What follows belongs to an exercise in optimizing a design on an open flow for small area, a short achievable clock period and few clock cycles per item; a production flow would make more cautious choices. At most, simulation tests tie the RTL to the original design; equivalence was not proved. No driver is modelled on the clock port, so clocking that relies on it looks cheaper here than on a real chip. Power is estimated from default activity; no workload was simulated.

Setup of oak:
==> module alpha_compositor, before the edit <==
module alpha_compositor
(
	input logic clk,
	input logic reset,
	input logic src_valid,
	output logic src_ready,
	input blend_pkg::pixel_addr_t src_addr,
	input blend_pkg::channel_t src_r,
	input blend_pkg::channel_t src_g,
	input blend_pkg::channel_t src_b,
	input blend_pkg::channel_t src_a,
	input logic src_last,
	output logic wb_cyc,
	output logic wb_stb,
	output logic wb_we,
	output blend_pkg::pixel_addr_t wb_adr,
	output blend_pkg::rgb_t wb_dat_w,
	input blend_pkg::rgb_t wb_dat_r,
	input logic wb_ack,
	output logic frame_done
);
	logic busy;
	logic wlast;        
	logic bv;
	logic [23:0] b_s;
	logic [7:0] b_a;
	logic [23:0] b_d;
	logic [11:0] b_addr;
	logic b_last;
	logic [2:0] k1;     
	logic s1v;
	logic [15:0] s1n0;
	logic [15:0] s1n1;
	logic rdy;          
	logic hz;           
	logic rd_ack;
	logic wr_ack;
	logic free;
	logic wb_free;
	logic pv;
	logic pr;
	logic po;
	logic b_done;
	logic issue_r;
	logic issue_w;
	logic load_b;
	logic s1_take;
	logic s1_load;
	logic [7:0] ch_s;
	logic [7:0] ch_d;
	logic [15:0] ch_n0;
	logic [15:0] ch_n1;
	logic [7:0] ch_q;
	assign wb_cyc = busy;
	assign wb_stb = busy;
	assign src_ready = rdy;
	assign rd_ack = busy && !wb_we && wb_ack;
	assign wr_ack = busy && wb_we && wb_ack;
	assign free = !busy || wr_ack;
	assign wb_free = !(busy && wb_we) || wb_ack;
	assign pv = src_valid && !rdy;
	assign pr = pv && (src_a != 8'hff);
	assign po = pv && (src_a == 8'hff);
	assign b_done = bv && (k1 == 3'd0);
	assign issue_r = free && pr;
	assign issue_w = (rd_ack && bv) || (free && !pr && b_done);
	assign load_b = (rd_ack && !hz) || (free && po && (!bv || issue_w));
	assign s1_take = s1v && wb_free;
	assign s1_load = (k1 != 3'd0) && (!s1v || s1_take);
	assign ch_s = b_s[23:16];
	assign ch_d = b_d[23:16];
	alpha_blend_sum sum_u (.s(ch_s), .d(ch_d), .a(b_a), .n0(ch_n0), .n1(ch_n1));
	alpha_blend_div div_u (.n0(s1n0), .n1(s1n1), .q(ch_q));
	always_ff @(posedge clk)
	begin
		if (!reset)
		begin
			busy <= 1'b0;
			bv <= 1'b0;
			k1 <= 3'd0;
			s1v <= 1'b0;
			rdy <= 1'b0;
			hz <= 1'b0;
			frame_done <= 1'b0;
		end
		else
		begin
			frame_done <= wr_ack && wlast;
			rdy <= load_b;
			hz <= bv && (src_addr == b_addr);
			if (issue_r || issue_w)
				busy <= 1'b1;
			else if (wb_ack)
				busy <= 1'b0;
			if (load_b)
				bv <= 1'b1;
			else if (issue_w)
				bv <= 1'b0;
			if (load_b)
				k1 <= 3'b001;
			else if (s1_load)
				k1 <= {k1[1:0], 1'b0};
			if (s1_load)
				s1v <= 1'b1;
			else if (s1_take)
				s1v <= 1'b0;
		end
	end
	always_ff @(posedge clk)
	begin
		if (issue_r)
		begin
			wb_we <= 1'b0;
			wb_adr <= src_addr;
		end
		else if (issue_w)
		begin
			wb_we <= 1'b1;
			wb_adr <= b_addr;
			wlast <= b_last;
		end
		if (rd_ack)
			b_d <= wb_dat_r;
		else if (s1_load)
			b_d[23:8] <= b_d[15:0];
		if (k1 == 3'd0)
		begin
			b_s <= {src_r, src_g, src_b};
			b_a <= src_a;
		end
		else if (s1_load)
			b_s[23:8] <= b_s[15:0];
		if (load_b)
		begin
			b_addr <= src_addr;
			b_last <= src_last;
		end
		if (s1_load)
		begin
			s1n0 <= ch_n0;
			s1n1 <= ch_n1;
		end
		if (s1_take && k1[1])
			wb_dat_w[23:16] <= ch_q;
		if (s1_take && k1[2])
			wb_dat_w[15:8] <= ch_q;
		if (s1_take && k1 == 3'd0)
			wb_dat_w[7:0] <= ch_q;
	end
endmodule
Settings: LEC_CHECK=0, CAP_MARGIN=20, CORE_MARGIN=2, CORE_UTILIZATION=40, CTS_BUF_LIST=sky130_fd_sc_hd__clkbuf_4 sky130_fd_sc_hd__clkbuf_8, SETUP_SLACK_MARGIN=5, SLEW_MARGIN=20, TNS_END_PERCENT=0; clock period 8.0 ns.
standard.sh (not shown) runs the stock make flow with config.mk's settings and CLKGATE_MAP_FILE= SYNTH_SCRIPT=/design/flow/synth_recipe.tcl, a recipe that flattens the netlist after the stock synthesis.
==> flow/flow/run.sh <==
#!/bin/bash
# Standard layout, with the port buffers the standard flow's flow inserts made from
# the smallest plain buffer; repair still resizes any that timing needs.
set -euo pipefail
export BUFFER_PORTS_ARGS="-buffer_cell sky130_fd_sc_hd__buf_1"
bash standard.sh > standard_flow.log 2>&1
## Diff of input files: pine against oak
--- a/flow/design.v
+++ b/flow/design.v
@@ -275,6 +275,4 @@
 	logic wb_free;
 	logic pv;
-	logic pr;
-	logic po;
 	logic b_done;
 	logic issue_r;
@@ -296,10 +294,8 @@
 	assign wb_free = !(busy && wb_we) || wb_ack;
 	assign pv = src_valid && !rdy;
-	assign pr = pv && (src_a != 8'hff);
-	assign po = pv && (src_a == 8'hff);
 	assign b_done = bv && (k1 == 3'd0);
-	assign issue_r = free && pr;
-	assign issue_w = (rd_ack && bv) || (free && !pr && b_done);
-	assign load_b = (rd_ack && !hz) || (free && po && (!bv || issue_w));
+	assign issue_r = free && pv;
+	assign issue_w = (rd_ack && bv) || (free && !pv && b_done);
+	assign load_b = rd_ack && !hz;
 	assign s1_take = s1v && wb_free;
 	assign s1_load = (k1 != 3'd0) && (!s1v || s1_take);
@@ -360,16 +356,13 @@
 		else if (s1_load)
 			b_d[23:8] <= b_d[15:0];
-		if (k1 == 3'd0)
+		if (load_b)
 		begin
 			b_s <= {src_r, src_g, src_b};
 			b_a <= src_a;
-		end
-		else if (s1_load)
-			b_s[23:8] <= b_s[15:0];
-		if (load_b)
-		begin
 			b_addr <= src_addr;
 			b_last <= src_last;
 		end
+		else if (s1_load)
+			b_s[23:8] <= b_s[15:0];
 		if (s1_load)
 		begin
- Taking oak as the reference point, the worst-case register-to-register setup slack of pine rises by 410 ps.
- Of oak and pine, the lower power share of the combinational group belongs to pine.
- HPWL after detailed placement, oak and pine: smaller value in pine
- For number of unique standard cell types used by synthesis, dividing the value from oak by the value from pine gives 1.10.
- pine ended with less count of placed standard cells in the final layout, fillers left out than oak.
No functional check of the RTL was part of any run of this note.

Another version of the RTL of alpha_compositor (not shown whole).
Size in the first run: roughly 140 flip-flops.
==> module alpha_blend_div, before the edit <==
module alpha_blend_div
(
	input logic [15:0] n0,
	input logic [15:0] n1,
	output logic [7:0] q
);
	logic [15:0] n;
	logic [8:0] t;
	assign n = n0 + n1;
	assign t = {1'b0, n[15:8]} + {1'b0, n[7:0]} + 9'd1;
	assign q = t[8] ? n[15:8] + 8'd1 : n[15:8];
endmodule
clock: 8.0 ns
lec_check: 0
cap_margin: 20
core_margin: 2
core_utilization: 40
setup_slack_margin: 5
slew_margin: 20
run.sh (not shown) runs the stock make flow with config.mk's settings and CLKGATE_MAP_FILE= SYNTH_SCRIPT=/design/flow/synth_recipe.tcl, a recipe that flattens the netlist after the stock synthesis.
Stock flow here: none of the scripts above is used.
Change:
--- a/flow/design.v
+++ b/flow/design.v
@@ -64,13 +64,19 @@
 	input logic [15:0] n0,
 	input logic [15:0] n1,
 	output logic [7:0] q
 );
-	logic [15:0] n;
-	logic [8:0] t;
-	assign n = n0 + n1;
-	assign t = {1'b0, n[15:8]} + {1'b0, n[7:0]} + 9'd1;
-	assign q = t[8] ? n[15:8] + 8'd1 : n[15:8];
+	logic [23:0] x0, x1, x2, x3;
+	logic [23:0] as0, ac0, bs0, bc0;
+	logic [23:0] t;
+	assign x0 = {n0, 8'd0};
+	assign x1 = {n1, 8'd0};
+	assign x2 = {8'd0, n0};
+	assign x3 = {8'd0, n1} + 24'd257;
+	alpha_blend_csa #(.W(24)) ca (.x(x0), .y(x1), .z(x2), .s(as0), .c(ac0));
+	alpha_blend_csa #(.W(24)) cb (.x(as0), .y(ac0), .z(x3), .s(bs0), .c(bc0));
+	assign t = bs0 + bc0;
+	assign q = t[23:16];
 endmodule
 module alpha_compositor
 (
 	input logic clk,
Result:
- setup slack gets better by 0.24 ns
- die area came out higher by a few percent
- hold slack gets worse by 0.0066 ns
- power came out higher by a little under a tenth
- utilization came out lower by 0.58 points
Testbench counts after the change, summed over its fixed seeds: cycles 34,519, pixels 5,905.
No functional check of the RTL was part of the first run of this note.

## gamma
alpha_compositor, a different RTL version from the one above (not shown whole).
For scale: about 640 cells after synthesis, ~150 flip-flops, about 110 I/O pins, roughly 8200 µm² of cells after synthesis.
export LEC_CHECK = 0
export CAP_MARGIN = 20
export CORE_MARGIN = 2
export CORE_UTILIZATION = 40
export CTS_BUF_LIST = sky130_fd_sc_hd__clkbuf_4 sky130_fd_sc_hd__clkbuf_8
export SETUP_SLACK_MARGIN = 5
export SLEW_MARGIN = 20
export TNS_END_PERCENT = 0
create_clock -name core_clock -period 8.0 [get_ports {clk}]
standard.sh (not shown) runs the stock make flow with config.mk's settings and CLKGATE_MAP_FILE= SYNTH_SCRIPT=/design/flow/synth_recipe.tcl, a recipe that flattens the netlist after the stock synthesis.
==> flow/flow/run.sh <==
#!/bin/bash
# Standard layout, with two changes to how it is made:
#  - the port buffers the standard flow's flow inserts are made from the smallest plain
#    buffer; repair still resizes any that timing needs;
#  - after CTS, one more setup repair pass on the worst path
#    (flow/post_cts.tcl).
set -euo pipefail
export BUFFER_PORTS_ARGS="-buffer_cell sky130_fd_sc_hd__buf_1"
export POST_CTS_TCL="$PWD/flow/post_cts.tcl"
bash standard.sh > standard_flow.log 2>&1
==> flow/flow/post_cts.tcl <==
puts "post_cts: worst setup slack before [worst_slack -max]"
repair_timing -setup -setup_margin 5.6 -repair_tns 0 -verbose
detailed_placement
check_placement -verbose
puts "post_cts: worst setup slack after [worst_slack -max]"
## Diff of input files: beta against gamma
--- a/flow/design.v
+++ b/flow/design.v
@@ -355,14 +355,12 @@
 	logic hz;           
 	logic rd_ack;
 	logic wr_ack;
 	logic free;
 	logic wb_free;
 	logic pv;
-	logic pr;
-	logic po;
 	logic b_done;
 	logic issue_r;
 	logic issue_w;
 	logic load_b;
 	logic s1_take;
 	logic s1_load;
@@ -376,18 +374,16 @@
 	assign src_ready = rdy;
 	assign rd_ack = busy && !wb_we && wb_ack;
 	assign wr_ack = busy && wb_we && wb_ack;
 	assign free = !busy || wr_ack;
 	assign wb_free = !(busy && wb_we) || wb_ack;
 	assign pv = src_valid && !rdy;
-	assign pr = pv && (src_a != 8'hff);
-	assign po = pv && (src_a == 8'hff);
 	assign b_done = bv && (k1 == 3'd0);
-	assign issue_r = free && pr;
-	assign issue_w = (rd_ack && bv) || (free && !pr && b_done);
-	assign load_b = (rd_ack && !hz) || (free && po && (!bv || issue_w));
+	assign issue_r = free && pv;
+	assign issue_w = (rd_ack && bv) || (free && !pv && b_done);
+	assign load_b = rd_ack && !hz;
 	assign s1_take = s1v && wb_free;
 	assign s1_load = (k1 != 3'd0) && (!s1v || s1_take);
 	assign ch_s = b_s[23:16];
 	assign ch_d = b_d[23:16];
 	alpha_blend_sum sum_u (.s(ch_s), .d(ch_d), .a(b_a), .n0(ch_n0), .n1(ch_n1));
 	alpha_blend_div div_u (.n0(s1n0), .n1(s1n1), .q(ch_q));
@@ -440,24 +436,21 @@
 			wlast <= b_last;
 		end
 		if (rd_ack)
 			b_d <= wb_dat_r;
 		else if (s1_load)
 			b_d[23:8] <= b_d[15:0];
-		if (k1 == 3'd0)
+		if (load_b)
 		begin
 			b_s <= {src_r, src_g, src_b};
 			b_a <= src_a;
-		end
-		else if (s1_load)
-			b_s[23:8] <= b_s[15:0];
-		if (load_b)
-		begin
 			b_addr <= src_addr;
 			b_last <= src_last;
 		end
+		else if (s1_load)
+			b_s[23:8] <= b_s[15:0];
 		if (s1_load)
 		begin
 			s1n0 <= ch_n0;
 			s1n1 <= ch_n1;
 		end
 		if (s1_take && k1[1])
Findings:
The final layout from beta, which completed every stage, passed the timing, design-rule and antenna checks at the end of the flow. Cmp beta and gamma / share of layout cells above drive strength 1 / lower: gamma. Total wire length after detailed routing of beta falls short of that of gamma by a few percent. Any difference in clock network area share between beta and gamma is small enough to ignore. Measured against each other, beta and gamma differ in total area of multi-input combinational cells, the higher figure coming from gamma. Relative to gamma, final cell count has decreased by 6.0% in beta. Per the comparison of beta with gamma, internal power component now sits lower; total power now sits lower. Actual slew at the worst max-slew pin, beta and gamma, lower one = gamma.
Testbench counts of beta, summed over its fixed seeds: cycles 34,519, pixels 5,905.
Function not checked in gamma: the RTL went through the layout flow alone.

== 08-28 ==
Another version of the RTL of alpha_compositor (not shown whole).
Size: about 110 I/O pins, about 7900 µm² of cells after synthesis.
==> module alpha_compositor, before the edit <==
module alpha_compositor
(
	input logic clk,
	input logic reset,
	input logic src_valid,
	output logic src_ready,
	input blend_pkg::pixel_addr_t src_addr,
	input blend_pkg::channel_t src_r,
	input blend_pkg::channel_t src_g,
	input blend_pkg::channel_t src_b,
	input blend_pkg::channel_t src_a,
	input logic src_last,
	output logic wb_cyc,
	output logic wb_stb,
	output logic wb_we,
	output blend_pkg::pixel_addr_t wb_adr,
	output blend_pkg::rgb_t wb_dat_w,
	input blend_pkg::rgb_t wb_dat_r,
	input logic wb_ack,
	output logic frame_done
);
	logic busy;
	logic wlast;        
	logic bv;
	logic [23:0] b_s;
	logic [7:0] b_a;
	logic [23:0] b_d;
	logic [11:0] b_addr;
	logic b_last;
	logic [2:0] k1;     
	logic s1v;
	logic [15:0] s1n0;
	logic [15:0] s1n1;
	logic rdy;          
	logic rd_ack;
	logic wr_ack;
	logic free;
	logic wb_free;
	logic pv;
	logic b_done;
	logic barrier;
	logic issue_r;
	logic issue_w;
	logic load_b;
	logic s1_take;
	logic s1_load;
	logic [7:0] ch_s;
	logic [7:0] ch_d;
	logic [15:0] ch_n0;
	logic [15:0] ch_n1;
	logic [7:0] ch_q;
	assign wb_cyc = busy;
	assign wb_stb = busy;
	assign src_ready = rdy;
	assign rd_ack = busy && !wb_we && wb_ack;
	assign wr_ack = busy && wb_we && wb_ack;
	assign free = !busy || wr_ack;
	assign wb_free = !(busy && wb_we) || wb_ack;
	assign pv = src_valid && !rdy;
	assign b_done = bv && (k1 == 3'd0);
	assign barrier = bv && b_last;   
	assign issue_r = free && pv && !barrier;
	assign issue_w = (rd_ack && bv) || (free && (!pv || barrier) && b_done);
	assign load_b = rd_ack;
	assign s1_take = s1v && wb_free;
	assign s1_load = (k1 != 3'd0) && (!s1v || s1_take);
	assign ch_s = b_s[23:16];
	assign ch_d = b_d[23:16];
	alpha_blend_sum sum_u (.s(ch_s), .d(ch_d), .a(b_a), .n0(ch_n0), .n1(ch_n1));
	alpha_blend_div div_u (.n0(s1n0), .n1(s1n1), .q(ch_q));
	always_ff @(posedge clk)
	begin
		if (!reset)
		begin
			busy <= 1'b0;
			bv <= 1'b0;
			k1 <= 3'd0;
			s1v <= 1'b0;
			rdy <= 1'b0;
			frame_done <= 1'b0;
		end
		else
		begin
			frame_done <= wr_ack && wlast;
			rdy <= load_b;
			if (issue_r || issue_w)
				busy <= 1'b1;
			else if (wb_ack)
				busy <= 1'b0;
			if (load_b)
				bv <= 1'b1;
			else if (issue_w)
				bv <= 1'b0;
			if (load_b)
				k1 <= 3'b001;
			else if (s1_load)
				k1 <= {k1[1:0], 1'b0};
			if (s1_load)
				s1v <= 1'b1;
			else if (s1_take)
				s1v <= 1'b0;
		end
	end
	always_ff @(posedge clk)
	begin
		if (issue_r)
		begin
			wb_we <= 1'b0;
			wb_adr <= src_addr;
		end
		else if (issue_w)
		begin
			wb_we <= 1'b1;
			wb_adr <= b_addr;
			wlast <= b_last;
		end
		if (rd_ack)
			b_d <= wb_dat_r;
		else if (s1_load)
			b_d[23:8] <= b_d[15:0];
		if (load_b)
		begin
			b_s <= {src_r, src_g, src_b};
			b_a <= src_a;
			b_addr <= src_addr;
			b_last <= src_last;
		end
		else if (s1_load)
			b_s[23:8] <= b_s[15:0];
		if (s1_load)
		begin
			s1n0 <= ch_n0;
			s1n1 <= ch_n1;
		end
		if (s1_take && k1[1])
			wb_dat_w[23:16] <= ch_q;
		if (s1_take && k1[2])
			wb_dat_w[15:8] <= ch_q;
		if (s1_take && k1 == 3'd0)
			wb_dat_w[7:0] <= ch_q;
	end
endmodule
clock: 8.0 ns
lec_check: 0
cap_margin: 20
core_margin: 2
core_utilization: 50
cts_buf_list: sky130_fd_sc_hd__clkbuf_4 sky130_fd_sc_hd__clkbuf_8
setup_slack_margin: 5
slew_margin: 20
tns_end_percent: 0
==> flow/flow/run.sh <==
#!/bin/bash
# Standard layout, with three changes to how it is made:
#  - the port buffers the standard flow's flow inserts are made from the smallest plain
#    buffer; repair still resizes any that timing needs;
#  - CTS adds no dummy loads to balance its leaf buffers;
#  - after CTS, one more setup repair pass on the worst path
#    (flow/post_cts.tcl).
set -euo pipefail
export BUFFER_PORTS_ARGS="-buffer_cell sky130_fd_sc_hd__buf_1"
export POST_CTS_TCL="$PWD/flow/post_cts.tcl"
export CTS_ARGS="-sink_clustering_enable -repair_clock_nets -dont_use_dummy_load -buf_list {sky130_fd_sc_hd__clkbuf_4 sky130_fd_sc_hd__clkbuf_8}"
bash standard.sh > standard_flow.log 2>&1
Scripts as last shown in full above: flow/flow/post_cts.tcl
Modified inputs, 12-14 compared to 08-28
diff --git a/flow/design.v b/flow/design.v
--- a/flow/design.v
+++ b/flow/design.v
@@ -357,6 +357,8 @@
 	logic free;
 	logic wb_free;
 	logic pv;
+	logic pr;
+	logic po;
 	logic b_done;
 	logic barrier;
 	logic issue_r;
@@ -377,11 +379,13 @@
 	assign free = !busy || wr_ack;
 	assign wb_free = !(busy && wb_we) || wb_ack;
 	assign pv = src_valid && !rdy;
+	assign pr = pv && (src_a != 8'hff);
+	assign po = pv && (src_a == 8'hff);
 	assign b_done = bv && (k1 == 3'd0);
 	assign barrier = bv && b_last;   
-	assign issue_r = free && pv && !barrier;
-	assign issue_w = (rd_ack && bv) || (free && (!pv || barrier) && b_done);
-	assign load_b = rd_ack;
+	assign issue_r = free && pr && !barrier;
+	assign issue_w = (rd_ack && bv) || (free && (!pr || barrier) && b_done);
+	assign load_b = rd_ack || (free && po && (!bv || issue_w));
 	assign s1_take = s1v && wb_free;
 	assign s1_load = (k1 != 3'd0) && (!s1v || s1_take);
 	assign ch_s = b_s[23:16];
@@ -438,15 +442,18 @@
 			b_d <= wb_dat_r;
 		else if (s1_load)
 			b_d[23:8] <= b_d[15:0];
-		if (load_b)
+		if (k1 == 3'd0)
 		begin
 			b_s <= {src_r, src_g, src_b};
 			b_a <= src_a;
-			b_addr <= src_addr;
-			b_last <= src_last;
 		end
 		else if (s1_load)
 			b_s[23:8] <= b_s[15:0];
+		if (load_b)
+		begin
+			b_addr <= src_addr;
+			b_last <= src_last;
+		end
 		if (s1_load)
 		begin
 			s1n0 <= ch_n0;
--- outcome ---
Summary of 12-14 over 08-28: portion of the post-synthesis area used by sequential elements moved up; part of the power in combinational logic moved up. Compare 08-28 and 12-14 | final-stage net count lower: 12-14. NOTE: worst slack on hold paths in 12-14 exceeds that of 08-28. Delta (12-14 minus 08-28): die area fell 75 µm²; remaining max-slew budget at the tightest pin decreased by 4.5 points relative to the old numbers; power went up 50%; synthesized cell count shows a reduction of 4.1%. The final period utilization in 12-14 was lower than what 08-28 gave. 12-14: worst setup slack after layout higher than 08-28. Taking 08-28 as the reference, in 12-14 switching part of the total higher, chip width did not really move, final-layout non-clock buffer area share went up 0.51 points.
Testbench counts of 12-14, summed over its fixed seeds: cycles 34,025, pixels 5,905.
Function not checked in 08-28: the RTL went through the layout flow alone.

==> afterwards: timing with drivers on the ports <==
The results above use ideal ports. As a check the final layouts listed here were re-extracted and re-timed, cells and wires unchanged.
Step 1: set_driving_cell puts a clkbuf_16 on clk and a buf_2 on each other input, an assumption about the parent block.
Step 2 times the ports against the registers' clock, not the clock port: input delays grow and output delays shrink by t, the midpoint of the rising clock arrivals with the driver on.
a / b / c = ideal ports / drivers / drivers and shift; a / b = the first two.
run | shift t [ns] | setup slack, ns | worst setup path after step 2 | clock arrival spread, ns | worst slew at a driven data input, ns
oak | 0.484 | 3.645 / 3.645 / 3.645 | register to register | 0.017 / 0.017 | 0.05
pine | 0.479 | 4.052 / 4.052 / 4.052 | register to register | 0.020 / 0.020 | 0.05
the first run of note 2 | 0.453 | 4.576 / 4.576 / 4.576 | register to register | 0.014 / 0.014 | 0.06
the second run of note 2 | 0.463 | 4.817 / 4.817 / 4.667 | input to register | 0.011 / 0.011 | 0.05
gamma | 0.490 | 4.861 / 4.861 / 4.496 | input to register | 0.017 / 0.017 | 0.04
beta | 0.485 | 4.933 / 4.933 / 4.598 | input to register | 0.016 / 0.016 | 0.07
08-28 | 0.456 | 4.898 / 4.898 / 4.489 | input to register | 0.038 / 0.039 | 0.05
12-14 | 0.460 | 4.927 / 4.927 / 4.536 | input to register | 0.037 / 0.037 | 0.05
After both steps every run listed still meets setup and hold. For 08-28, which loses most, drivers alone change the setup slack by 0.000 ns; drivers and shift together by -0.409 ns.
